This design comes from an exercise in tuning for small area and a short achievable clock period on the open sky130 flow, not from production work.
The RTL was checked by simulation tests, not by an equivalence proof against the original design.
Power figures rest on the tool's default switching activity, not on a simulated workload.

==> flow/design.v <==
`default_nettype none
package wrp_pkg;
    localparam logic [31:0] ID_RIFF_LE = 32'h4646_4952;
    localparam logic [31:0] ID_RIFF_SW = 32'h5249_4646;
    localparam logic [31:0] ID_FMT_LE  = 32'h2074_6D66;
    localparam logic [31:0] ID_FMT_SW  = 32'h666D_7420;
    localparam logic [31:0] ID_DATA_LE = 32'h6174_6164;
    localparam logic [31:0] ID_DATA_SW = 32'h6461_7461;
    localparam logic [31:0] TAG_WAVE   = 32'h4556_4157;
    localparam logic [4:0] WORD_BYTES    = 5'd4;
    localparam logic [4:0] FMT_TAG_END   = 5'd1;
    localparam logic [4:0] FMT_CHAN_END  = 5'd3;
    localparam logic [4:0] FMT_RATE_END  = 5'd7;
    localparam logic [4:0] FMT_BITS_END  = 5'd15;
    localparam logic [4:0] FMT_FIELD_SAT = 5'd16;
    localparam logic [15:0] PCM_TAG   = 16'd1;
    localparam logic [15:0] BITS_8    = 16'd8;
    localparam logic [15:0] BITS_16   = 16'd16;
    localparam logic [15:0] CHAN_MONO = 16'd1;
    localparam logic [15:0] CHAN_STEREO = 16'd2;
    localparam logic [1:0] KIND_FORMAT = 2'd0;
    localparam logic [1:0] KIND_SAMPLE = 2'd1;
    localparam logic [1:0] KIND_ERROR  = 2'd2;
    localparam logic [2:0] ERR_NONE      = 3'd0;
    localparam logic [2:0] ERR_NO_RIFF   = 3'd1;
    localparam logic [2:0] ERR_NO_WAVE   = 3'd2;
    localparam logic [2:0] ERR_NO_FMT    = 3'd3;
    localparam logic [2:0] ERR_NOT_PCM   = 3'd4;
    localparam logic [2:0] ERR_BAD_CHAN  = 3'd5;
    localparam logic [2:0] ERR_BAD_BITS  = 3'd6;
    localparam logic [2:0] ERR_NO_DATA   = 3'd7;
    typedef struct packed {
        logic [1:0]  out_kind;
        logic [15:0] sample_word;
        logic [1:0]  channel_count;
        logic [4:0]  sample_bits;
        logic [31:0] sample_rate_hz;
        logic [2:0]  error_code;
        logic        last_of_file;
    } result_t;
    typedef struct packed {
        logic    valid;
        result_t data;
    } push_t;
    function automatic logic [31:0] swap32(input logic [31:0] v);
        swap32 = {v[7:0], v[15:8], v[23:16], v[31:24]};
    endfunction
    function automatic logic [2:0] format_check(
        input logic [15:0] tag,
        input logic [15:0] chans,
        input logic [15:0] bits
    );
        if (tag != PCM_TAG)
            format_check = ERR_NOT_PCM;
        else if (chans != CHAN_MONO && chans != CHAN_STEREO)
            format_check = ERR_BAD_CHAN;
        else if (bits != BITS_8 && bits != BITS_16)
            format_check = ERR_BAD_BITS;
        else
            format_check = ERR_NONE;
    endfunction
endpackage
`default_nettype wire
`default_nettype none
module wav_riff_stream_parser (
    input  wire             clk,
    input  wire             rst_n,
    input  wire             bytes_valid,
    output wire             bytes_ready,
    input  wire  [7:0]      bytes_in_byte,
    input  wire             bytes_end_of_file,
    output wire             results_valid,
    input  wire             results_ready,
    output wire  [1:0]      results_out_kind,
    output wire  [15:0]     results_sample_word,
    output wire  [1:0]      results_channel_count,
    output wire  [4:0]      results_sample_bits,
    output wire  [31:0]     results_sample_rate_hz,
    output wire  [2:0]      results_error_code,
    output wire             results_last_of_file
);
    localparam logic [1:0] KIND_FORMAT = wrp_pkg::KIND_FORMAT;
    localparam logic [1:0] KIND_SAMPLE = wrp_pkg::KIND_SAMPLE;
    localparam logic [1:0] KIND_ERROR  = wrp_pkg::KIND_ERROR;
    localparam logic [2:0] ERR_NONE     = wrp_pkg::ERR_NONE;
    localparam logic [2:0] ERR_NO_RIFF  = wrp_pkg::ERR_NO_RIFF;
    localparam logic [2:0] ERR_NO_WAVE  = wrp_pkg::ERR_NO_WAVE;
    localparam logic [2:0] ERR_NO_FMT   = wrp_pkg::ERR_NO_FMT;
    localparam logic [2:0] ERR_NOT_PCM  = wrp_pkg::ERR_NOT_PCM;
    localparam logic [2:0] ERR_BAD_CHAN = wrp_pkg::ERR_BAD_CHAN;
    localparam logic [2:0] ERR_BAD_BITS = wrp_pkg::ERR_BAD_BITS;
    localparam logic [2:0] ERR_NO_DATA  = wrp_pkg::ERR_NO_DATA;
    localparam logic [2:0] PH_HDR   = 3'd0;
    localparam logic [2:0] PH_CHK   = 3'd1;
    localparam logic [2:0] PH_FMT   = 3'd2;
    localparam logic [2:0] PH_SKIP  = 3'd3;
    localparam logic [2:0] PH_DATA  = 3'd4;
    localparam logic [2:0] PH_DRAIN = 3'd5;
    logic [1:0]  step;
    logic        ready_q;
    logic        pend;
    logic        outv;
    logic [2:0]  phase;
    logic [4:0]  cnt;
    logic        swapped;
    logic        seen;
    logic [7:0]  r0, r1, r2, r3;      
    logic [7:0]  c0, c1, c2, c3;      
    logic        rb, cb, kb;          
    logic        rz;                  
    logic        cz1;                 
    logic        clt3;                
    logic        ma, mb;              
    logic        tagok;
    logic [1:0]  chan_q;
    logic [1:0]  bits_q;              
    logic [31:0] rate_q;
    logic [15:0] word_q;
    logic        eof_q;
    logic [1:0]  kind_q;
    logic [2:0]  err_q;
    logic        last_q;
    assign bytes_ready            = ready_q;
    assign results_valid          = outv;
    assign results_out_kind       = kind_q;
    assign results_sample_word    = word_q;
    assign results_channel_count  = chan_q;
    assign results_sample_bits    = {bits_q, 3'b000};
    assign results_sample_rate_hz = rate_q;
    assign results_error_code     = err_q;
    assign results_last_of_file   = last_q;
    logic        b16;
    logic        data8;
    logic        hsel;
    logic [7:0]  b;
    logic [15:0] field;
    logic [1:0]  k;
    logic [1:0]  tgt;
    logic        fin;
    assign b16   = bits_q[1];
    assign data8 = (phase == PH_DATA) && !b16;
    assign hsel  = (cnt[0] ^ swapped) && !data8;
    assign b     = hsel ? word_q[15:8] : word_q[7:0];
    assign field = word_q;
    assign k     = cnt[1:0];
    assign tgt   = cnt[1:0] ^ {swapped, swapped};
    assign fin   = pend && (step == 2'd3);
    logic       r_load, r_dec, c_load, c_dec;
    logic       r_bin, c_bin, k_bin;
    logic [7:0] r_alu, c_alu;
    logic [8:0] kdiff;
    assign r_load = pend && (phase == PH_HDR) && (cnt[3:2] == 2'd1) && (step == tgt);
    assign r_dec  = pend && !rz &&
                    (((phase == PH_HDR) && cnt[3]) || (phase == PH_CHK) ||
                     (phase == PH_FMT) || (phase == PH_SKIP));
    assign c_load = pend && (phase == PH_CHK) && cnt[2] && (step == tgt);
    assign c_dec  = pend && ((phase == PH_FMT) || (phase == PH_SKIP) || (phase == PH_DATA));
    assign r_bin = (step == 2'd0) ? r_dec : rb;
    assign c_bin = (step == 2'd0) ? c_dec : cb;
    assign k_bin = (step == 2'd0) ? 1'b0 : kb;
    assign r_alu = r_load ? b : (r3 - {7'd0, r_bin});
    assign c_alu = c_load ? b : (c3 - {7'd0, c_bin});
    assign kdiff = {1'b0, c_alu} - {1'b0, r3} - {8'd0, k_bin};
    logic [31:0] r_new, c_new;
    assign r_new = {r_alu, r0, r1, r2};
    assign c_new = {c_alu, c0, c1, c2};
    logic w_z, w_z1, w_lt3, w_geq, too_big;
    assign w_z1    = (c_new[31:1] == 31'd0);
    assign w_z     = w_z1 && !c_new[0];
    assign w_lt3   = (c_new[31:2] == 30'd0) && !(c_new[1] && c_new[0]);
    assign w_geq   = !kdiff[8];
    assign too_big = c_new[31] || (w_geq && !w_z);
    always_ff @(posedge clk)
    begin
        r0 <= r_alu;
        r1 <= r0;
        r2 <= r1;
        r3 <= r2;
        c0 <= c_alu;
        c1 <= c0;
        c2 <= c1;
        c3 <= c2;
        rb <= r_bin && (r3 == 8'd0);
        cb <= c_bin && (c3 == 8'd0);
        kb <= kdiff[8];
        if (step == 2'd3)
        begin
            rz   <= (r_new == 32'd0);
            cz1  <= w_z1;
            clt3 <= w_lt3;
        end
    end
    logic [7:0] e_a, e_b;
    always_comb
    begin
        e_a = 8'h00;
        e_b = 8'h00;
        if (phase == PH_HDR && !cnt[3])
        begin
            case (k)
                2'd0: begin e_a = 8'h52; e_b = 8'h46; end
                2'd1: begin e_a = 8'h49; e_b = 8'h46; end
                2'd2: begin e_a = 8'h46; e_b = 8'h49; end
                default: begin e_a = 8'h46; e_b = 8'h52; end
            endcase
        end
        else if (phase == PH_HDR)
        begin
            case (k)
                2'd0: e_a = 8'h57;
                2'd1: e_a = 8'h41;
                2'd2: e_a = 8'h56;
                default: e_a = 8'h45;
            endcase
        end
        else if (!swapped)
        begin
            case (k)
                2'd0: begin e_a = 8'h66; e_b = 8'h64; end
                2'd1: begin e_a = 8'h6D; e_b = 8'h61; end
                2'd2: begin e_a = 8'h74; e_b = 8'h74; end
                default: begin e_a = 8'h20; e_b = 8'h61; end
            endcase
        end
        else
        begin
            case (k)
                2'd0: begin e_a = 8'h20; e_b = 8'h61; end
                2'd1: begin e_a = 8'h74; e_b = 8'h74; end
                2'd2: begin e_a = 8'h6D; e_b = 8'h61; end
                default: begin e_a = 8'h66; e_b = 8'h64; end
            endcase
        end
    end
    logic ma_id, mb_id;
    assign ma_id = ((k == 2'd0) || ma) && (b == e_a);
    assign mb_id = ((k == 2'd0) || mb) && (b == e_b);
    logic [2:0] ph_n;
    logic [4:0] cnt_n;
    logic       sw_n, seen_n, ma_n, mb_n, tag_n;
    logic [1:0] chan_n, bits_n;
    logic       emit, last;
    logic [1:0] kind;
    logic [2:0] err;
    logic [4:0] cnt_inc;
    logic       fail;
    logic       check;
    logic       tag_v;
    logic [1:0] chan_v;
    logic       bits8, bits16;
    assign cnt_inc = cnt + 5'd1;
    assign bits8   = (cnt == 5'd15) && (field == 16'd8);
    assign bits16  = (cnt == 5'd15) && (field == 16'd16);
    always_comb
    begin
        ph_n   = phase;
        cnt_n  = cnt;
        sw_n   = swapped;
        seen_n = seen;
        ma_n   = ma;
        mb_n   = mb;
        tag_n  = tagok;
        chan_n = chan_q;
        bits_n = bits_q;
        emit   = 1'b0;
        kind   = KIND_FORMAT;
        err    = ERR_NONE;
        last   = 1'b0;
        fail   = 1'b0;
        check  = 1'b0;
        tag_v  = tagok;
        chan_v = chan_q;
        case (phase)
            PH_HDR:
            begin
                cnt_n = cnt_inc;
                if (cnt[3:2] == 2'd0)
                begin
                    ma_n = ma_id;
                    mb_n = mb_id;
                    if (k == 2'd3)
                    begin
                        if (ma_id)
                            sw_n = 1'b0;
                        else if (mb_id)
                            sw_n = 1'b1;
                        else
                        begin
                            emit = 1'b1;
                            kind = KIND_ERROR;
                            err  = ERR_NO_RIFF;
                        end
                    end
                end
                else if (cnt[3])
                begin
                    ma_n = ma_id;
                    if (k == 2'd3)
                    begin
                        cnt_n = 5'd0;
                        if (ma_id)
                            ph_n = PH_CHK;
                        else
                        begin
                            emit = 1'b1;
                            kind = KIND_ERROR;
                            err  = ERR_NO_WAVE;
                        end
                    end
                end
            end
            PH_CHK:
            begin
                if (cnt == 5'd0 && rz)
                begin
                    emit = 1'b1;
                    kind = KIND_ERROR;
                    err  = seen ? ERR_NO_DATA : ERR_NO_FMT;
                end
                else
                begin
                    cnt_n = cnt_inc;
                    if (!cnt[2])
                    begin
                        ma_n = ma_id;
                        mb_n = mb_id;
                    end
                    else if (k == 2'd3)
                    begin
                        cnt_n = 5'd0;
                        if (ma && !seen)
                        begin
                            tag_n  = 1'b0;
                            chan_n = 2'd0;
                            if (w_z)
                            begin
                                emit = 1'b1;
                                kind = KIND_ERROR;
                                err  = ERR_NOT_PCM;
                            end
                            else
                                ph_n = PH_FMT;
                        end
                        else if (mb)
                        begin
                            if (!seen)
                            begin
                                emit = 1'b1;
                                kind = KIND_ERROR;
                                err  = ERR_NO_FMT;
                            end
                            else if (b16 ? w_z1 : w_z)
                                ph_n = PH_DRAIN;
                            else
                                ph_n = PH_DATA;
                        end
                        else
                        begin
                            if (too_big)
                            begin
                                emit = 1'b1;
                                kind = KIND_ERROR;
                                err  = seen ? ERR_NO_DATA : ERR_NO_FMT;
                            end
                            else if (!w_z)
                                ph_n = PH_SKIP;
                        end
                    end
                end
            end
            PH_FMT:
            begin
                if (!cnt[4])
                    cnt_n = cnt_inc;
                if (cnt == 5'd1)
                    tag_v = (field == 16'd1);
                if (cnt == 5'd3)
                    chan_v = {field == 16'd2, field == 16'd1};
                tag_n  = tag_v;
                chan_n = chan_v;
                check  = (cnt == 5'd15) || (cz1 && cnt < 5'd15);
                if (check)
                begin
                    emit = 1'b1;
                    if (!tag_v)
                        err = ERR_NOT_PCM;
                    else if (chan_v == 2'd0)
                        err = ERR_BAD_CHAN;
                    else if (!bits8 && !bits16)
                        err = ERR_BAD_BITS;
                    if (err != ERR_NONE)
                    begin
                        fail = 1'b1;
                        kind = KIND_ERROR;
                    end
                    else
                    begin
                        seen_n = 1'b1;
                        bits_n = {bits16, bits8};
                        kind   = KIND_FORMAT;
                    end
                end
                if (!fail && cz1)
                begin
                    cnt_n = 5'd0;
                    ph_n  = PH_CHK;
                end
            end
            PH_SKIP:
            begin
                if (cz1)
                begin
                    cnt_n = 5'd0;
                    ph_n  = PH_CHK;
                end
            end
            PH_DATA:
            begin
                if (!b16)
                begin
                    emit = 1'b1;
                    kind = KIND_SAMPLE;
                    if (cz1)
                    begin
                        last = 1'b1;
                        ph_n = PH_DRAIN;
                    end
                end
                else if (!cnt[0])
                    cnt_n = 5'd1;
                else
                begin
                    cnt_n = 5'd0;
                    emit  = 1'b1;
                    kind  = KIND_SAMPLE;
                    if (clt3)
                    begin
                        last = 1'b1;
                        ph_n = PH_DRAIN;
                    end
                end
            end
            default:
            begin
            end
        endcase
        if (emit && kind == KIND_ERROR)
        begin
            last = 1'b1;
            ph_n = PH_DRAIN;
        end
        if (eof_q)
        begin
            if (emit && kind == KIND_FORMAT)
            begin
                kind = KIND_ERROR;
                err  = ERR_NO_DATA;
            end
            else if (!emit)
            begin
                kind = KIND_ERROR;
                case (ph_n)
                    PH_HDR:
                    begin
                        emit = 1'b1;
                        err  = cnt_n[3] ? ERR_NO_WAVE : ERR_NO_RIFF;
                    end
                    PH_DATA:
                    begin
                        emit = 1'b1;
                        err  = ERR_NO_DATA;
                    end
                    PH_CHK, PH_FMT, PH_SKIP:
                    begin
                        emit = 1'b1;
                        err  = seen_n ? ERR_NO_DATA : ERR_NO_FMT;
                    end
                    default:
                    begin
                        emit = 1'b0;
                    end
                endcase
            end
            if (emit)
                last = 1'b1;
        end
    end
    logic clr_f;     
    logic clr_w;     
    assign clr_f = fin && emit && !seen_n;
    assign clr_w = fin && emit && (kind != KIND_SAMPLE);
    logic       rate_wr;
    logic [7:0] rate_in;
    assign rate_wr = fin && (phase == PH_FMT) && (cnt[4:2] == 3'd1);
    assign rate_in = clr_f ? 8'd0 : b;
    always_ff @(posedge clk or negedge rst_n)
    begin
        if (!rst_n)
        begin
            step    <= 2'd0;
            ready_q <= 1'b0;
            pend    <= 1'b0;
            outv    <= 1'b0;
            phase   <= PH_HDR;
            cnt     <= 5'd0;
            swapped <= 1'b0;
            seen    <= 1'b0;
        end
        else
        begin
            step    <= step + 2'd1;
            ready_q <= (step == 2'd2) && !pend && !(outv && !results_ready);
            if (ready_q && bytes_valid)
                pend <= 1'b1;
            if (fin)
            begin
                pend <= 1'b0;
                outv <= emit;
                if (eof_q)
                begin
                    phase   <= PH_HDR;
                    cnt     <= 5'd0;
                    swapped <= 1'b0;
                    seen    <= 1'b0;
                end
                else
                begin
                    phase   <= ph_n;
                    cnt     <= cnt_n;
                    swapped <= sw_n;
                    seen    <= seen_n;
                end
            end
            else if (outv && results_ready)
                outv <= 1'b0;
        end
    end
    always_ff @(posedge clk)
    begin
        if (ready_q)
        begin
            eof_q <= bytes_end_of_file;
            if (data8)
                word_q <= {8'd0, bytes_in_byte};
            else if (hsel)
                word_q[15:8] <= bytes_in_byte;
            else
                word_q[7:0] <= bytes_in_byte;
        end
        else if (clr_w)
            word_q <= 16'd0;
        if (fin)
        begin
            ma     <= ma_n;
            mb     <= mb_n;
            tagok  <= tag_n;
            kind_q <= kind;
            err_q  <= (kind == KIND_ERROR) ? err : ERR_NONE;
            last_q <= last;
            if (clr_f)
            begin
                chan_q <= 2'd0;
                bits_q <= 2'd0;
            end
            else
            begin
                chan_q <= chan_n;
                bits_q <= bits_n;
            end
        end
        if (clr_f || (rate_wr && tgt == 2'd0))
            rate_q[7:0]   <= rate_in;
        if (clr_f || (rate_wr && tgt == 2'd1))
            rate_q[15:8]  <= rate_in;
        if (clr_f || (rate_wr && tgt == 2'd2))
            rate_q[23:16] <= rate_in;
        if (clr_f || (rate_wr && tgt == 2'd3))
            rate_q[31:24] <= rate_in;
    end
endmodule
`default_nettype wire
==> flow/config.mk <==
export PLATFORM = sky130hd
export DESIGN_NAME = wav_riff_stream_parser
export DESIGN_NICKNAME = wav_riff_stream_parser
export VERILOG_FILES = /design/flow/design.v
export SDC_FILE = /design/flow/constraint.sdc
export NUM_CORES = 4
export LEC_CHECK = 0
export ABC_AREA = 0
export CAP_MARGIN = 20
export CORE_MARGIN = 2
export CORE_UTILIZATION = 40
export SLEW_MARGIN = 20
==> flow/run.sh <==
#!/bin/bash
# synth_recipe.tcl (not shown) runs the flow's synth.tcl, then flattens the netlist and writes it again
# the make line also repeats each setting of config.mk as NAME=value (left out here)
make -C /OpenROAD-flow-scripts/flow DESIGN_CONFIG=/design/flow/config.mk WORK_HOME=/design/flow/orfs CLKGATE_MAP_FILE= SYNTH_SCRIPT=/design/flow/synth_recipe.tcl finish
==> flow/constraint.sdc <==
create_clock -name core_clock -period 6.0 [get_ports {clk}]
set_input_delay 1.2000 -clock core_clock [delete_from_list [all_inputs] [get_ports {clk}]]
set_output_delay 1.2000 -clock core_clock [all_outputs]
set_load 0.01 [all_outputs]
==> results.txt <==
per-stage QoR:
step | setup slack, ns | hold WS (ns) | util [%] | setup TNS, ns | instance area, um^2
3_3_place_gp | 0.218 | 0.335 | 46.3 | 0 | 8600
2_1_floorplan | -0.165 | 0.331 | - | -2.63 | 7540
3_5_place_dp | 0.0768 | 0.338 | 46.3 | 0 | 8600
5_1_grt | -0.0332 | 0.356 | 49.8 | -0.578 | 9260
4_1_cts | 0.0436 | 0.348 | 49.3 | 0 | 9160
6_report | 0.217 | 0.346 | 49.8 | 0 | 9260
repair_timing:
| action | 4_1_cts | 5_1_grt |
|---|---|---|
| endpoints found under the setup margin | 0 | 90 |
| resized for setup | 0 | 10 |
| buffers inserted | 0 | 7 |
cells by family after synthesis:
logic type      Yosys count  share of synthesized area, %
compound gates          155                          14.3
xor+xnor                 21                          2.54
fa+ha+maj                31                          5.25
buf+inv                  85                          4.85
flops                   147                          48.7
mux                      17                          2.29
other cells               1                        0.0498
simple gates            294                          22.1
worst min path at each step:
| stage | start | endpoint | slack (ns) | cells past startpoint |
|---|---|---|---|---|
| after floorplan | c0[3] | c1[3] | 0.33 | 0 |
| after global placement | r0[6] | r1[6] | 0.33 | 0 |
| after detailed placement | r0[6] | r1[6] | 0.34 | 0 |
| after CTS | c0[3] | c1[3] | 0.35 | 0 |
| after global routing | c1[5] | c2[5] | 0.36 | 0 |
| final | c0[3] | c1[3] | 0.35 | 0 |
power by group through the flow:
stage | combinational (uW) | sequential, uW | clock (uW)
finish | 640 | 1110 | 1010
detailed placement | 613 | 1130 | 0
global placement | 606 | 1130 | 0
floorplan | 414 | 1120 | 0
global route | 688 | 1110 | 1060
CTS | 618 | 1110 | 1020
cell type report:
cell class                 count  area, um^2
multi-input combinational    522        3560
sequential                   147        3670
tap                          234         293
clock inverter                14         119
clock buffer                  18         439
timing repair buffer         110        1010
fill                        1672        9320
inverter                      47         176
cell usage in the layout (no fill, tap or decap), types with 6 or more instances in the layout:
cell and count:
o211ai_1 7, dfxtp_1 67, a21oi_1 27, nor3_1 18, inv_1 47, nand3_1 23, clkbuf_16 17, nor4_1 23
dfrtp_1 15, nand4_1 12, and2_1 22, xor2_1 14, nand2b_1 10, mux2i_1 15, or4_1 8, o22ai_1 9
o21ai_0 40, nor2_2 9, and3_1 9, ha_1 28, edfxtp_1 65, buf_4 38, o31ai_1 8, xnor2_1 6
or3_1 7, clkdlybuf4s50_1 72, nand2_1 46, nor3b_1 6, nor2_1 57
flip-flops by register name (all words and copies together) (netlist names), 2 cells and up:
signal,cells
rate_q,32
word_q,16
c0,8
c1,8
c2,8
c3,8
r0,8
r1,8
r2,8
r3,8
cnt,5
err_q,3
phase,3
bits_q,2
chan_q,2
kind_q,2
step,2
layer usage:
metal / up-vias / track usage [%] / share of wire, % / wire, um
li1: 2962 / - / - / -
met1: 3050 / 29.4 / 43 / 9590
met2: 316 / 36.3 / 46 / 10100
met3: 49 / 4.82 / 8.2 / 1820
met4: 0 / 8.00 / 2.6 / 582
met5: - / 0 / 0 / 0
worst max-delay path, stage by stage, from the launching register on:
cell and delay (ns):
dfrtp_1 0.41, inv_1 0.12, ha_2 0.23, nand3_1 0.08, o21ai_1 0.13, ha_2 0.22, ha_1 0.18, or3b_2 0.50
o31a_1 0.26, or2_2 0.29, o21ai_1 0.17, ha_1 0.17, inv_1 0.04, ha_1 0.30, nand4_1 0.14, or3_1 0.36
a211oi_2 0.19, a211oi_2 0.10, buf_4 0.16, a41oi_2 0.19, o21ai_0 0.13, a21oi_1 0.20, nor4b_4 0.30, buf_4 0.20
o21a_4 0.19, buf_4 0.18, nor2_2 0.06
==> results.txt <==
Status: finished clean
Max-cap violations: 0
Final hold vios: 0
Worst Hold Class: reg2reg
Initial antenna violation count: 0
GRT Overall Usage: 22.3%
Synth area leader: edfxtp_1
Initial drt markers: 626
FP Rows: 50
Final setup viols: 0
I/O pin count: 76
P per Cell Area: 298 nW/um^2
Synthesized instance count: 751
P_sw: 884 uW
Post-DR wirelength/cell: 20.2 um
CTS Buf Count: 17
Top cells by area, synth: edfxtp_1 (26%), dfxtp_1 (18%), dfrtp_1 (5.0%), ha_1 (5.0%), nor2_1 (2.8%)
Fin crit period: 5.78 ns
Clock root buffer master: clkbuf_16
Synth Flop Type: dfxtp_1
Gpl congestion: 1.01
Peak supply drop: 0.000217 V
Skew-Pair Late Insertion Delay: 0.43 ns
Remaining DRCs: 0
Worst rel slew slack: 42.7%
Total Power: 2760 uW
Startpoint Class: register
Worst Setup SP: step[0]
R2r setup slk: 0.22 ns
Setup crit end: rate_q[9]
CTS tree: built
Part of the cycle the worst path needs: 96.4%
Slew @ Worst Pin: 0.856 ns
Layout Nets: 889
Final Max Slew Viols: 0
Worst EP arrival: 5.93 ns
Via count: 6377
Seq pwr share: 40.3%
Setup crit end kind: register
Die width: 141 um
Synth top area share: 25.9%
CP max FO: 5
Die Y: 141 um
Maximum buffer depth of the clock tree: 2
Post-synth ARST share: 10.2%
Proportion of layout cells with a drive suffix above 1: 13.8%
Synth unique cells: 85
Synthesis-stage register bit count: 147
Hpwl dp: 16500 um
Internal power: 1880 uW
RR Endpoint: rate_q[9]
Register-to-Register Path Depth: 26
Mapped Area: 7530 um^2
Clk pwr share: 36.6%
Crit Path Category: reg2reg
Initial core utilization: 40.6%
# H-tree levels: 4
CTS Hold Bufs: 0
Area Overhead vs Synth: 22.9%
I/O Buffers: 72
EDFF count, synth: 65
Skew final: 0.0154 ns
Layout Cells excl Fill: 1092
Reg2reg start: step[0]
Most common cell in the synthesized netlist: dfxtp_1
Via-per-instance ratio: 5.84
First-pass GRT wire length: 34200 um
Register area share after synthesis: 48.7%
Final ANT Viol Nets: 0
Cells after DPL: 1052
Switching Fraction: 32.0%
Worst-path clk slew: 0.06 ns
Diodes inserted: 0
TritonCTS Sinks: 147
Syn. warnings: 1
Placeable Area: 18600 um^2
Avg Cell Area, Syn: 10.0 um^2
F_max: 173 MHz
LEAKAGE: 0.00376 uW
Routed WL: 22100 um
GRT overflow: 0
WP data required: 6.15 ns
Logic pwr share: 23.2%
Largest net degree at the start of global routing: 25
DIE AREA: 20000 um^2
Initial DRT Pass Iterations: 7
Number of global-route vias before repair: 6169
Top post-synthesis cells by count: dfxtp_1 (67), edfxtp_1 (65), nor2_1 (57)

## what the ideal ports hide
How much do the figures lean on ideal ports? The routed layout below was timed once more, with nothing changed but the port constraints.
Step 1 sets driving cells, clkbuf_16 on the clock port and buf_2 on the other inputs (assumed; they add their load-dependent delay and slew).
Step 2, shift: input delay + t, output delay - t, t = (earliest + latest rising clock arrival at the registers) / 2. This alone moves slack from input paths to output paths.
Slacks: ideal ports / drivers / drivers and shift; pairs: ideal ports / drivers.
shift t [ns]: 0.464
setup WS [ns]: 0.217 / 0.217 / 0.217
hold slack, ns: 0.346 / 0.346 / 0.346
latest minus earliest clock arrival (ns): 0.015 / 0.015
pins driven straight from the clock port: 1
After both steps this run still meets setup and hold. The setup slack of this run moves by 0.000 ns with the drivers and by 0.000 ns with both steps.
